This is an optimization exercise on Yosys and OpenROAD, whose aim is small area and a short achievable clock period, not a production implementation.
The RTL was checked by simulation tests, not by an equivalence proof against the original design.
Power is estimated from default activity; no workload was simulated.

==> flow/design.v (excerpt) <==
module chip_link_tx
(
    input  wire                   clk,
    input  wire                   rst_n,
    input  wire [link_pkg::word_width-1:0]  s_tdata,
    input  wire                   s_tvalid,
    output logic                  s_tready,
    output logic                  tik,
    output logic [link_pkg::lane_width-1:0] lane_data,
    output logic                  lane_valid,
    output logic                  lane_par,
    input  wire                   link_ready,
    input  wire                   link_err
);
Settings: LEC_CHECK=0, CAP_MARGIN=20, CORE_MARGIN=2, CORE_UTILIZATION=55, SETUP_SLACK_MARGIN=2.5, SLEW_MARGIN=20, TNS_END_PERCENT=5; clock period 4.5 ns.
run.sh (not shown) runs the stock make flow with config.mk's settings and CLKGATE_MAP_FILE= SYNTH_SCRIPT=/design/flow/synth_recipe.tcl, a recipe that flattens the netlist after the stock synthesis.
Rerun with:
--- a/flow/design.v
+++ b/flow/design.v
@@ -61,15 +61,15 @@
     logic          tik_flag, end_flag;
     logic          tik_o;       
     logic          par_o;
     logic          ready_d, ready_2d, err_d, err_2d;
     logic          ld_q;        
     logic          adv_q;       
-    logic          kp_hi_q;     
-    logic          kp_md_q;     
-    logic          kp_lo_q;     
+    logic          en_hi_q;     
+    logic          en_md_q;     
+    logic          en_lo_q;     
     logic st_idle, wr, take_head, pop, push;
     logic ready_high, ready_low, err_low;
     logic last_lane, busy, done, head_cmd;
     assign st_idle    = !st_act;
     assign ready_high = ready_d & ready_2d;
     assign ready_low  = !ready_d & !ready_2d;
@@ -79,24 +79,19 @@
     assign pop        = take_head & rnempty;
     assign push       = wr & !(take_head & !rnempty);
     assign head_cmd   = (head[58:56] == link_pkg::kind_tik);
     assign last_lane  = lane_cnt[2];
     assign busy       = tik_flag | end_flag;
     assign done       = &zg;
-    logic [RN-1:0] hsel, hsel_b;
-    logic          hsel_in, hkeep;
-    assign hsel    = rsel & {RN{take_head}};
-    assign hsel_b  = rsel_b & {RN{take_head}};
-    assign hsel_in = take_head & !rnempty;
-    assign hkeep   = !take_head;
-    logic [63:0] head_nx;
+    logic [63:0] hdata;
     always_comb begin
-        head_nx = (s_tdata & {64{hsel_in}}) | (head & {64{hkeep}});
+        hdata[63:32] = s_tdata[63:32] & {32{!rnempty}};
+        hdata[31:0]  = s_tdata[31:0]  & {32{!rnempty}};
         for (int i = 0; i < RN; i++) begin
-            head_nx[63:32] = head_nx[63:32] | (mem[i][63:32] & {32{hsel_b[i]}});
-            head_nx[31:0]  = head_nx[31:0]  | (mem[i][31:0]  & {32{hsel[i]}});
+            hdata[63:32] = hdata[63:32] | (mem[i][63:32] & {32{rsel_b[i]}});
+            hdata[31:0]  = hdata[31:0]  | (mem[i][31:0]  & {32{rsel[i]}});
         end
     end
     always_ff @(posedge clk or negedge rst_n) begin
         if (!rst_n) begin
             woh     <= RN'(1);
             rsel    <= '0;
@@ -134,13 +129,13 @@
         end
     end
     always_ff @(posedge clk) begin
         for (int i = 0; i < RN; i++) if (s_tvalid && !full && woh[i]) mem[i] <= s_tdata;
     end
     always_ff @(posedge clk) begin
-        head <= head_nx;
+        if (take_head) head <= hdata;
     end
     always_ff @(posedge clk or negedge rst_n) begin
         if (!rst_n) begin
             ready_d  <= 1'b0;
             ready_2d <= 1'b0;
             err_d    <= 1'b0;
@@ -169,28 +164,28 @@
             st_rwait <= 1'b0;
             st_cmd   <= 1'b0;
             st_twait <= 1'b0;
             lv_o     <= 1'b0;
             ld_q     <= 1'b0;
             adv_q    <= 1'b0;
-            kp_hi_q  <= 1'b0;
-            kp_md_q  <= 1'b0;
-            kp_lo_q  <= 1'b0;
+            en_hi_q  <= 1'b0;
+            en_md_q  <= 1'b0;
+            en_lo_q  <= 1'b0;
         end else begin
             st_act   <= !n_idle;
             st_data  <= n_data;
             st_rwait <= n_rwait;
             st_cmd   <= n_cmd;
             st_twait <= n_twait;
             lv_o     <= (st_idle & hv & !head_cmd) | (lv_o & !ready_high) |
                         (st_rwait & ready_low & !last_lane);
             ld_q     <= n_idle;
             adv_q    <= n_adv;
-            kp_hi_q  <= !(n_idle | n_adv);
-            kp_md_q  <= !(n_idle | n_adv | n_twait);
-            kp_lo_q  <= !(n_idle | n_twait);
+            en_hi_q  <= n_idle | n_adv;
+            en_md_q  <= n_idle | n_adv | n_twait;
+            en_lo_q  <= n_idle | n_twait;
         end
     end
     always_ff @(posedge clk or negedge rst_n) begin
         if (!rst_n) begin
             lane_cnt <= '0;
         end else if (st_rwait && ready_low && last_lane) begin
@@ -208,28 +203,19 @@
         for (int k = 0; k < 4; k++) begin
             hold_dec[8*k +: 8] = bin[k] ? hold[8*k +: 8] - 8'd1 : hold[8*k +: 8];
             zg_dec[k]          = bin[k] ? (hold[8*k +: 8] == 8'd1) : zg[k];
             zg_head[k]         = (head[8*k +: 8] == 8'd0);
         end
     end
-    logic        p_lane_nx;
-    logic [63:0] hold_nx;
-    logic [3:0]  zg_nx;
-    always_comb begin
-        hold_nx[63:32] = (head[63:32] & {32{ld_q}}) | (hold[47:16] & {32{adv_q}}) |
-                         (hold[63:32] & {32{kp_hi_q}});
-        hold_nx[31:16] = (head[31:16] & {16{ld_q}}) | (hold[15:0] & {16{adv_q}}) |
-                         (hold_dec[31:16] & {16{st_twait}}) | (hold[31:16] & {16{kp_md_q}});
-        hold_nx[15:0]  = (head[15:0] & {16{ld_q}}) | (hold_dec[15:0] & {16{st_twait}}) |
-                         (hold[15:0] & {16{kp_lo_q}});
-        zg_nx          = (zg_head & {4{ld_q}}) | (zg_dec & {4{st_twait}}) | (zg & {4{kp_lo_q}});
-        p_lane_nx      = (ld_q & ^head[63:48]) | (adv_q & ^hold[47:32]) | (kp_hi_q & p_lane);
-    end
+    logic p_lane_nx;
+    assign p_lane_nx = en_hi_q ? (ld_q ? ^head[63:48] : ^hold[47:32]) : p_lane;
     always_ff @(posedge clk) begin
-        hold   <= hold_nx;
-        zg     <= zg_nx;
+        if (en_hi_q) hold[63:32] <= ld_q ? head[63:32] : hold[47:16];
+        if (en_md_q) hold[31:16] <= ld_q ? head[31:16] : (adv_q ? hold[15:0] : hold_dec[31:16]);
+        if (en_lo_q) hold[15:0]  <= ld_q ? head[15:0]  : hold_dec[15:0];
+        if (en_lo_q) zg          <= ld_q ? zg_head     : zg_dec;
         p_lane <= p_lane_nx;
     end
     always_ff @(posedge clk or negedge rst_n) begin
         if (!rst_n) begin
             par_o <= 1'b0;
         end else begin
=> Register-to-register slack is worse by 0.06 ns. Final area stays flat. Cell count decreases by 3.9%. Synthesized cell count decreases by 7.0%. Power decreases by 7.7%. Clock-buffer cell count increases by 4. Worst hold slack is worse by 0.25 ns. Clock power decreases by about 8%. Via count decreases by 6.1%. First-iteration DRC count decreases by 9.2%. Sequential share of layout area increases by 2.6 points. Area after synthesis increases by 0.81%. Sequential power is about the same.

[static timing again, ports no longer ideal]
Ports are ideal in the flow. The routed layouts listed here were re-timed in OpenROAD. Step 1, drivers: a clkbuf_16 drives clk and a buf_2 each remaining input, both assumed. Step 2 adds t to the input delays and takes it off the output delays; t is the mean of the earliest and latest rising clock arrival at the registers after step 1. Input paths then give back, and output paths get back, about the clock's delay inside the block. Slacks: ideal ports / drivers / drivers and shift; pairs: ideal ports / drivers.
run | t, ns | slack for setup (ns) | worst hold slack (ns)
the first run | 0.748 | 2.343 / 2.308 / 1.666 | 0.351 / 0.303 / 0.461
the second run | 0.740 | 2.282 / 2.250 / 1.626 | 0.099 / 0.057 / 0.483
After both steps setup and hold are still met in every run listed. The setup slack of the first run, which loses most, moves by -0.035 ns with the drivers and by -0.677 ns with both steps.
